What follows belongs to an exercise in optimizing a design on an open flow for small area, a short achievable clock period and few clock cycles; a production flow would make more cautious choices.
Where RTL was checked, it was by simulation tests only, not by an equivalence proof against the original.

Design muldiv_unit, start of the top module:
module muldiv_unit #(
  parameter int WIDTH      = 32,
  parameter int MUL_CYCLES = 5
) (
  input  logic             clk,
  input  logic             reset,
  input  logic [WIDTH-1:0] A,
  input  logic [WIDTH-1:0] B,
  input  logic [3:0]       MULOp,
  input  logic             start,
  output logic             busy,
  output logic [WIDTH-1:0] HI,
  output logic [WIDTH-1:0] LO
);
For scale: about 24000 sq um of cells after synthesis.
clock: 13.5 ns
lec_check: 0
cap_margin: 20
core_margin: 2
core_utilization: 40
slew_margin: 20
standard.sh (not shown) runs the stock make flow with config.mk's settings and CLKGATE_MAP_FILE= SYNTH_SCRIPT=/design/flow/synth_recipe.tcl, a recipe that flattens the netlist after the stock synthesis.
==> flow/flow/run.sh <==
#!/bin/bash
# Layout flow: the standard ORFS flow (standard synthesis, floorplan, placement,
# CTS, routing) at the design's clock period and constraints, with
#  - a larger setup margin for ORFS's repair_timing passes, so that timing repair keeps
#    sizing and buffering the longest paths instead of stopping at the 13.5 ns clock;
#  - every port still buffered, with a plain buffer cell instead of a delay cell.
set -euo pipefail
bash standard.sh SETUP_SLACK_MARGIN=9 \
  "BUFFER_PORTS_ARGS=-buffer_cell sky130_fd_sc_hd__buf_1" finish > flow_make.log 2>&1
Testbench counts at the start, summed over its fixed seeds: cycles 13,972.
Then changed:
--- a/flow/design.v
+++ b/flow/design.v
@@ -101,43 +101,53 @@
   assign msgn = sg_q & m_q[31];
   assign bn   = msgn;
   assign mext = {{(FW-32){msgn}}, m_q};
   logic [CW-1:0] pv [4];
   logic [CW-1:0] t1s, t1c, t2s, t2c, t3s, t3c, t4s, t4c;
   logic [9:0]    lowsum;
-  logic [7:0]    ecor;
   function automatic logic [2*CW-1:0] csa(input logic [CW-1:0] a, b, c);
     logic [CW-1:0] s, k;
     s = a ^ b ^ c;
     k = (a & b) | (a & c) | (b & c);
     csa = {k[CW-2:0], 1'b0, s};
   endfunction
+  logic          c7;
   always_comb begin
     for (int j = 0; j < 4; j++) begin
       logic [FW-1:0] v;
       v = (({FW{bs1_q[j]}} & mext) | ({FW{bs2_q[j]}} & {mext[FW-2:0], 1'b0})) ^ {FW{bng_q[j]}};
       v[FW-1] = ~v[FW-1];
       pv[j] = {{(CW-FW){1'b0}}, v} << (2*j);
     end
+    pv[3][6] = bs1_q[3] & m_q[0];
+    c7       = bng_q[3] & ~(bs1_q[3] & m_q[0]);
     pv[0] = pv[0] | ({{(CW-8){1'b0}}, 8'b1010_1010} << 34);
+    pv[1][0] = bng_q[0];
+    pv[1][1] = cy_q[1];
+    pv[2][2] = bng_q[1];
+    pv[3][4] = bng_q[2];
     {t1c, t1s} = csa({{(CW-FW){1'b0}}, s_q}, {{(CW-FW){1'b0}}, c_q}, pv[0]);
     {t2c, t2s} = csa(pv[1], pv[2], pv[3]);
     {t3c, t3s} = csa(t1s, t1c, t2s);
     {t4c, t4s} = csa(t3s, t3c, t2c);
-    ecor   = {1'b0, bng_q[3], 1'b0, bng_q[2], 1'b0, bng_q[1], cy_q[1], bng_q[0]};
-    lowsum = {2'b00, t4s[7:0]} + {2'b00, t4c[7:0]} + {2'b00, ecor} + {9'd0, cy_q[0]};
+    lowsum = {2'b00, t4s[7:0]} + {2'b00, t4c[7:0]} + {2'b00, c7, 7'd0} + {9'd0, cy_q[0]};
   end
   logic [FW-1:0] fa_s, fa_h, fsum, fu, fv;
   always_comb begin
     fa_s = ({FW{s_en_q}} & s_q) | ({FW{fhi_q}} & {{(FW-32){1'b0}}, hi_q}) |
            ({FW{ssh_q}} & {s_q[FW-2:0], lo_q[31]});
     fa_h = (({FW{fm_q}} & mext) | ({FW{eh_q}} & {{(FW-32){1'b0}}, hi_q}) |
             ({FW{el_q}} & {{(FW-32){1'b0}}, lo_q})) ^ {FW{finv_q}};
     fu   = fa_s ^ c_q ^ fa_h;
     fv   = (fa_s & c_q) | (fa_s & fa_h) | (c_q & fa_h);
-    fsum = fu + {fv[FW-2:0], cy_q[0] | cy_q[1]} + {{(FW-1){1'b0}}, cy_q[1] | finv_q};
+    if (!f_fin) begin
+      fu = fa_s;
+      fv = fa_h >> 1;
+    end
+    fsum = fu + {fv[FW-2:0], cy_q[0] | cy_q[1] | (~f_fin & fa_h[0])}
+         + {{(FW-1){1'b0}}, cy_q[1] | finv_q};
   end
   logic sgn;
   assign sgn = fsum[FW-1];
   logic [6:0]  kk;
   logic [4:0]  k;
   logic [5:0]  kp;
Outcome:
- The new run ran to the end with no violations
- clock skew rises by 0.0070 ns
- via count rises by a few percent
- clock-buffer cell count rises by 12
- final cell count rises by a few percent
- routed wire length rises by a few percent
- die area rises by a few percent
No functional check of the RTL was part of the second run of this note.

========
Another version of the RTL of muldiv_unit (not shown whole).
Size in the first run: ~210 flip-flops, ~140 I/O pins, about 0.024 mm^2 of cells after synthesis.
## muldiv_unit
module muldiv_unit #(
  parameter int WIDTH      = 32,
  parameter int MUL_CYCLES = 5
) (
  input  logic             clk,
  input  logic             reset,
  input  logic [WIDTH-1:0] A,
  input  logic [WIDTH-1:0] B,
  input  logic [3:0]       MULOp,
  input  logic             start,
  output logic             busy,
  output logic [WIDTH-1:0] HI,
  output logic [WIDTH-1:0] LO
);
==> flow/config.mk <==
export PLATFORM = sky130hd
export DESIGN_NAME = muldiv_unit
export DESIGN_NICKNAME = muldiv_unit
export VERILOG_FILES = /design/flow/design.v
export SDC_FILE = /design/flow/constraint.sdc
export NUM_CORES = 4
export LEC_CHECK = 0
export ABC_AREA = 1
export CAP_MARGIN = 20
export CORE_MARGIN = 2
export CORE_UTILIZATION = 40
export SLEW_MARGIN = 20
==> flow/constraint.sdc <==
create_clock -name core_clock -period 13.5 [get_ports {clk}]
set_input_delay 2.7000 -clock core_clock [delete_from_list [all_inputs] [get_ports {clk}]]
set_output_delay 2.7000 -clock core_clock [all_outputs]
set_load 0.01 [all_outputs]
==> flow/flow/run.sh <==
#!/bin/bash
# Layout flow: the standard ORFS flow (standard synthesis, floorplan, placement,
# CTS, routing) at the design's clock period and constraints, with
#  - a larger setup margin for ORFS's repair_timing passes, so that timing repair keeps
#    sizing and buffering the longest paths instead of stopping at the 13.5 ns clock;
#  - every port still buffered, with a plain buffer cell instead of a delay cell.
set -euo pipefail
bash standard.sh SETUP_SLACK_MARGIN=9 MATCH_CELL_FOOTPRINT=0 \
  "BUFFER_PORTS_ARGS=-buffer_cell sky130_fd_sc_hd__buf_1" finish > flow_make.log 2>&1
The first run finished with timing, DRC and antenna clean.
Testbench counts at the start, summed over its fixed seeds: cycles 13,972.
Next try:
--- a/flow/design.v
+++ b/flow/design.v
@@ -101,33 +101,38 @@
   assign msgn = sg_q & m_q[31];
   assign bn   = msgn;
   assign mext = {{(FW-32){msgn}}, m_q};
   logic [CW-1:0] pv [4];
   logic [CW-1:0] t1s, t1c, t2s, t2c, t3s, t3c, t4s, t4c;
   logic [9:0]    lowsum;
-  logic [7:0]    ecor;
   function automatic logic [2*CW-1:0] csa(input logic [CW-1:0] a, b, c);
     logic [CW-1:0] s, k;
     s = a ^ b ^ c;
     k = (a & b) | (a & c) | (b & c);
     csa = {k[CW-2:0], 1'b0, s};
   endfunction
+  logic          c7;
   always_comb begin
     for (int j = 0; j < 4; j++) begin
       logic [FW-1:0] v;
       v = (({FW{bs1_q[j]}} & mext) | ({FW{bs2_q[j]}} & {mext[FW-2:0], 1'b0})) ^ {FW{bng_q[j]}};
       v[FW-1] = ~v[FW-1];
       pv[j] = {{(CW-FW){1'b0}}, v} << (2*j);
     end
+    pv[3][6] = bs1_q[3] & m_q[0];
+    c7       = bng_q[3] & ~(bs1_q[3] & m_q[0]);
     pv[0] = pv[0] | ({{(CW-8){1'b0}}, 8'b1010_1010} << 34);
+    pv[1][0] = bng_q[0];
+    pv[1][1] = cy_q[1];
+    pv[2][2] = bng_q[1];
+    pv[3][4] = bng_q[2];
     {t1c, t1s} = csa({{(CW-FW){1'b0}}, s_q}, {{(CW-FW){1'b0}}, c_q}, pv[0]);
     {t2c, t2s} = csa(pv[1], pv[2], pv[3]);
     {t3c, t3s} = csa(t1s, t1c, t2s);
     {t4c, t4s} = csa(t3s, t3c, t2c);
-    ecor   = {1'b0, bng_q[3], 1'b0, bng_q[2], 1'b0, bng_q[1], cy_q[1], bng_q[0]};
-    lowsum = {2'b00, t4s[7:0]} + {2'b00, t4c[7:0]} + {2'b00, ecor} + {9'd0, cy_q[0]};
+    lowsum = {2'b00, t4s[7:0]} + {2'b00, t4c[7:0]} + {2'b00, c7, 7'd0} + {9'd0, cy_q[0]};
   end
   logic [FW-1:0] fa_s, fa_h, fsum, fu, fv;
   always_comb begin
     fa_s = ({FW{s_en_q}} & s_q) | ({FW{fhi_q}} & {{(FW-32){1'b0}}, hi_q}) |
            ({FW{ssh_q}} & {s_q[FW-2:0], lo_q[31]});
     fa_h = (({FW{fm_q}} & mext) | ({FW{eh_q}} & {{(FW-32){1'b0}}, hi_q}) |
Effect: Final cell count hardly moves; die area is lower by about 1.3%; clock skew is lower by 0.012 ns; wire length is higher by about 0.8%; register-to-register slack gets better by 0.09 ns; setup slack gets better by 0.094 ns; hold slack gets better by 0.016 ns; clock-buffer cell count is lower by 2; flip-flop and latch count is unchanged; synthesized cell count is lower by about 0.43%.
Testbench counts after the change, summed over its fixed seeds: cycles 13,972.

========
muldiv_unit with an RTL version that a note above also has.
For scale: roughly 210 flip-flops, about 140 I/O pins, about 0.024 mm2 of cells after synthesis.
export LEC_CHECK = 0
export CAP_MARGIN = 20
export CORE_MARGIN = 2
export CORE_UTILIZATION = 40
export SLEW_MARGIN = 20
create_clock -name core_clock -period 13.5 [get_ports {clk}]
Scripts as last shown in full above: flow/flow/run.sh
Testbench counts at the start, summed over its fixed seeds: cycles 13,972.
==> next run, changes <==
--- a/flow/design.v
+++ b/flow/design.v
@@ -97,56 +97,67 @@
   assign in_clz_f = (A[31] & ~op_sg) ? 6'd0 : in_clz;
   assign in_msb_f = (B[31] & ~op_sg) ? 5'd0 : (in_bclz[4:0] | {5{in_bclz[5]}});
   logic          msgn, bn;
   logic [FW-1:0] mext;
   assign msgn = sg_q & m_q[31];
   assign bn   = msgn;
   assign mext = {{(FW-32){msgn}}, m_q};
   logic [CW-1:0] pv [4];
   logic [CW-1:0] t1s, t1c, t2s, t2c, t3s, t3c, t4s, t4c;
   logic [9:0]    lowsum;
+  logic [7:0]    ecor;
   function automatic logic [2*CW-1:0] csa(input logic [CW-1:0] a, b, c);
     logic [CW-1:0] s, k;
     s = a ^ b ^ c;
     k = (a & b) | (a & c) | (b & c);
     csa = {k[CW-2:0], 1'b0, s};
   endfunction
-  logic          c7;
   always_comb begin
     for (int j = 0; j < 4; j++) begin
       logic [FW-1:0] v;
       v = (({FW{bs1_q[j]}} & mext) | ({FW{bs2_q[j]}} & {mext[FW-2:0], 1'b0})) ^ {FW{bng_q[j]}};
       v[FW-1] = ~v[FW-1];
       pv[j] = {{(CW-FW){1'b0}}, v} << (2*j);
     end
-    pv[3][6] = bs1_q[3] & m_q[0];
-    c7       = bng_q[3] & ~(bs1_q[3] & m_q[0]);
     pv[0] = pv[0] | ({{(CW-8){1'b0}}, 8'b1010_1010} << 34);
-    pv[1][0] = bng_q[0];
-    pv[1][1] = cy_q[1];
-    pv[2][2] = bng_q[1];
-    pv[3][4] = bng_q[2];
     {t1c, t1s} = csa({{(CW-FW){1'b0}}, s_q}, {{(CW-FW){1'b0}}, c_q}, pv[0]);
     {t2c, t2s} = csa(pv[1], pv[2], pv[3]);
     {t3c, t3s} = csa(t1s, t1c, t2s);
     {t4c, t4s} = csa(t3s, t3c, t2c);
-    lowsum = {2'b00, t4s[7:0]} + {2'b00, t4c[7:0]} + {2'b00, c7, 7'd0} + {9'd0, cy_q[0]};
+    ecor   = {1'b0, bng_q[3], 1'b0, bng_q[2], 1'b0, bng_q[1], cy_q[1], bng_q[0]};
+    lowsum = {2'b00, t4s[7:0]} + {2'b00, t4c[7:0]} + {2'b00, ecor} + {9'd0, cy_q[0]};
   end
+  function automatic logic [FW-1:0] add_sk(input logic [FW-1:0] a, b, input logic ci);
+    logic [FW-1:0] p0, g, p;
+    p0 = a ^ b;
+    g  = a & b;
+    p  = p0;
+    g[0] = g[0] | (p0[0] & ci);
+    for (int l = 0; l < 6; l++)
+      for (int i = 0; i < FW; i++)
+        if (((i >> l) & 1) == 1) begin
+          int j;
+          j = ((i >> l) << l) - 1;
+          g[i] = g[i] | (p[i] & g[j]);
+          p[i] = p[i] & p[j];
+        end
+    add_sk = p0 ^ {g[FW-2:0], ci};
+  endfunction
   logic [FW-1:0] fa_s, fa_h, fsum, fu, fv;
   always_comb begin
     fa_s = ({FW{s_en_q}} & s_q) | ({FW{fhi_q}} & {{(FW-32){1'b0}}, hi_q}) |
            ({FW{ssh_q}} & {s_q[FW-2:0], lo_q[31]});
     fa_h = (({FW{fm_q}} & mext) | ({FW{eh_q}} & {{(FW-32){1'b0}}, hi_q}) |
             ({FW{el_q}} & {{(FW-32){1'b0}}, lo_q})) ^ {FW{finv_q}};
     fu   = fa_s ^ c_q ^ fa_h;
     fv   = (fa_s & c_q) | (fa_s & fa_h) | (c_q & fa_h);
-    fsum = fu + {fv[FW-2:0], cy_q[0] | cy_q[1]} + {{(FW-1){1'b0}}, cy_q[1] | finv_q};
+    fsum = add_sk(fu, {fv[FW-2:0], cy_q[0] | cy_q[1]}, cy_q[1] | finv_q);
   end
   logic sgn;
   assign sgn = fsum[FW-1];
   logic [6:0]  kk;
   logic [4:0]  k;
   logic [5:0]  kp;
   logic        zq;
   logic [31:0] rot, lowm;
   always_comb begin
     kk  = {1'b0, clz_q} + 7'd31 - {2'b00, msb_q} - {6'd0, an_q};
The new run completed with no timing, DRC or antenna violations.
Global-route usage fell by 3.3 points.
Synthesized area went down slightly.
Core utilization is lower by 0.58 points.
Die area falls slightly.
First-iteration DRC count decreases by about a fifth.
Cell area is lower slightly.
Wire length falls by roughly a tenth.
Flip-flop and latch count is unchanged.
Worst hold slack gets better by 0.0087 ns.
Critical path depth is lower by 2.
Setup slack is worse by 0.17 ns.
Only the layout flow was run in the second run of this note; the RTL was not checked for function there.

========
== north ==
Another version of the RTL of muldiv_unit (not shown whole).
For scale: ~210 flip-flops, ~140 I/O pins, ~24,000 um2 of cells after synthesis.
clock: 13.5 ns
lec_check: 0
cap_margin: 20
core_margin: 2
core_utilization: 40
slew_margin: 20
==> flow/flow/run.sh <==
#!/bin/bash
# Layout flow: the standard ORFS flow (standard synthesis, floorplan, placement,
# CTS, routing) at the design's clock period and constraints, with a larger setup
# margin for ORFS's repair_timing passes so that timing repair keeps sizing and
# buffering the longest paths instead of stopping at the 13.5 ns clock.
set -euo pipefail
bash standard.sh SETUP_SLACK_MARGIN=9 finish > flow_make.log 2>&1
In summary, north completed successfully, with a layout that passed the timing, DRC and antenna checks.
The following lists how south was set up differently from north:
--- a/flow/design.v
+++ b/flow/design.v
@@ -185,29 +185,26 @@
     end
     if (f_fin) begin hi_we = 1'b1; done = 1'b1; end
     if (f_prep) begin lo_we = 1'b1; n_norm = 1'b1; end
     if (f_norm) begin
       lo_we = 1'b1;
       if (zq) begin lo_zero = 1'b1; done = 1'b1; end
       else n_div = 1'b1;
     end
     if (f_div) lo_we = 1'b1;
     if (f_div & ~dlast_q) n_div = 1'b1;
-    if (f_div & dlast_q) begin
-      lo_we  = 1'b1;
-      n_corr = 1'b1;
-    end
-    if (f_corr) begin
+    if ((f_div & dlast_q) | f_corr) begin
       hi_we = 1'b1;
-      if (an_q)    n_negr = 1'b1;
-      else if (qn) n_negq = 1'b1;
-      else         done   = 1'b1;
+      if (f_div && sgn) n_corr = 1'b1;    
+      else if (an_q)    n_negr = 1'b1;
+      else if (qn)      n_negq = 1'b1;
+      else              done   = 1'b1;
     end
     if (f_negr) begin
       hi_we = 1'b1;
       if (qn) n_negq = 1'b1;
       else    done = 1'b1;
     end
     if (f_negq) begin lo_we = 1'b1; done = 1'b1; end
   end
   always_ff @(posedge clk) begin
     if (!busy_q) begin
@@ -278,20 +275,20 @@
       f_negq <= n_negq;
       if (f_mul | f_div) cnt_q <= cnt_q - 5'd1;
       if (f_norm)        cnt_q <= 5'(6'd32 - kp);
       dlast_q <= f_norm ? (kp == 6'd32) : (f_div & (cnt_q == 5'd1));
       {bng_q, bs2_q, bs1_q} <= '0;
       if (n_mul) {bng_q, bs2_q, bs1_q} <= booth4(lo_q[15:7], sub_q);
       first_q <= 1'b0;
       s_en_q <= n_fin | n_corr;
       ssh_q  <= n_div;
       fhi_q  <= 1'b0;
-      fm_q   <= n_div | (n_corr & sgn);
+      fm_q   <= n_div | n_corr;
       eh_q   <= n_fin | n_negr;
       el_q   <= n_negq;
       finv_q <= n_negr | n_negq | (n_div & (f_div ? ~(bn ^ sgn) : ~bn)) | (n_corr & bn);
     end
   end
   assign busy = busy_q;
   assign HI   = hi_q;
   assign LO   = lo_q;
 endmodule
Notes after the runs:
- Summary of south over north: clock period minus worst slack now smaller, count of antenna-violating nets left after detailed routing comparable, overall via count from detail_route now smaller, routed wire length comparable.
- Compared north against south; starting density of the core within noise.
- On worst path required time, south and north are basically level.
- Relative to north, critical-path maximum fanout decreased by 4 in south.
- The layout overhead on the synthesized area number comes out higher for south vs north.
- NOTE maximum operating frequency north->south increased slightly
- The run with more setup slack is south; north has less.
- north ended up with eh_q as its start point of the critical path; south ended up with m_q[4].
Testbench counts of south, summed over its fixed seeds: cycles 13,972.
For north, only the layout was checked, not whether the RTL still works.

## separate check: timing with driven ports
Ports are ideal in the flow. The routed layouts listed here were re-timed in OpenROAD.
Step 1 sets driving cells, clkbuf_16 on the clock port and buf_2 on the other inputs (assumed; they add their load-dependent delay and slew).
Step 2 also shifts input and output timing later by t, the mid clock arrival at the registers, as if the neighbouring blocks saw the same clock.
Slacks: ideal / step 1 / step 2; pairs: ideal / step 1.
run	t (ns)	setup WS [ns]	hold WS [ns]	worst data-port slew with drivers (ns)
the first run of note 1	0.649	8.937 / 8.937 / 8.370	0.523 / 0.523 / 0.523	0.08
the second run of note 1	0.659	8.860 / 8.860 / 8.453	0.469 / 0.469 / 0.469	0.05
the first run of note 2	0.646	9.025 / 9.025 / 8.446	0.468 / 0.468 / 0.468	0.05
the second run of note 2	0.635	9.118 / 9.118 / 8.527	0.484 / 0.484 / 0.484	0.04
the first run of note 3	0.661	9.042 / 9.042 / 8.528	0.525 / 0.525 / 0.525	0.09
the second run of note 3	0.644	8.876 / 8.876 / 8.480	0.534 / 0.534 / 0.534	0.06
north	0.657	8.884 / 8.884 / 8.414	0.465 / 0.465 / 0.465	0.05
south	0.674	8.901 / 8.901 / 8.404	0.484 / 0.484 / 0.484	0.06
After both steps setup and hold are still met in every run listed. The setup slack of the second run of note 2, which loses most, moves by 0.000 ns with the drivers and by -0.591 ns with both steps.
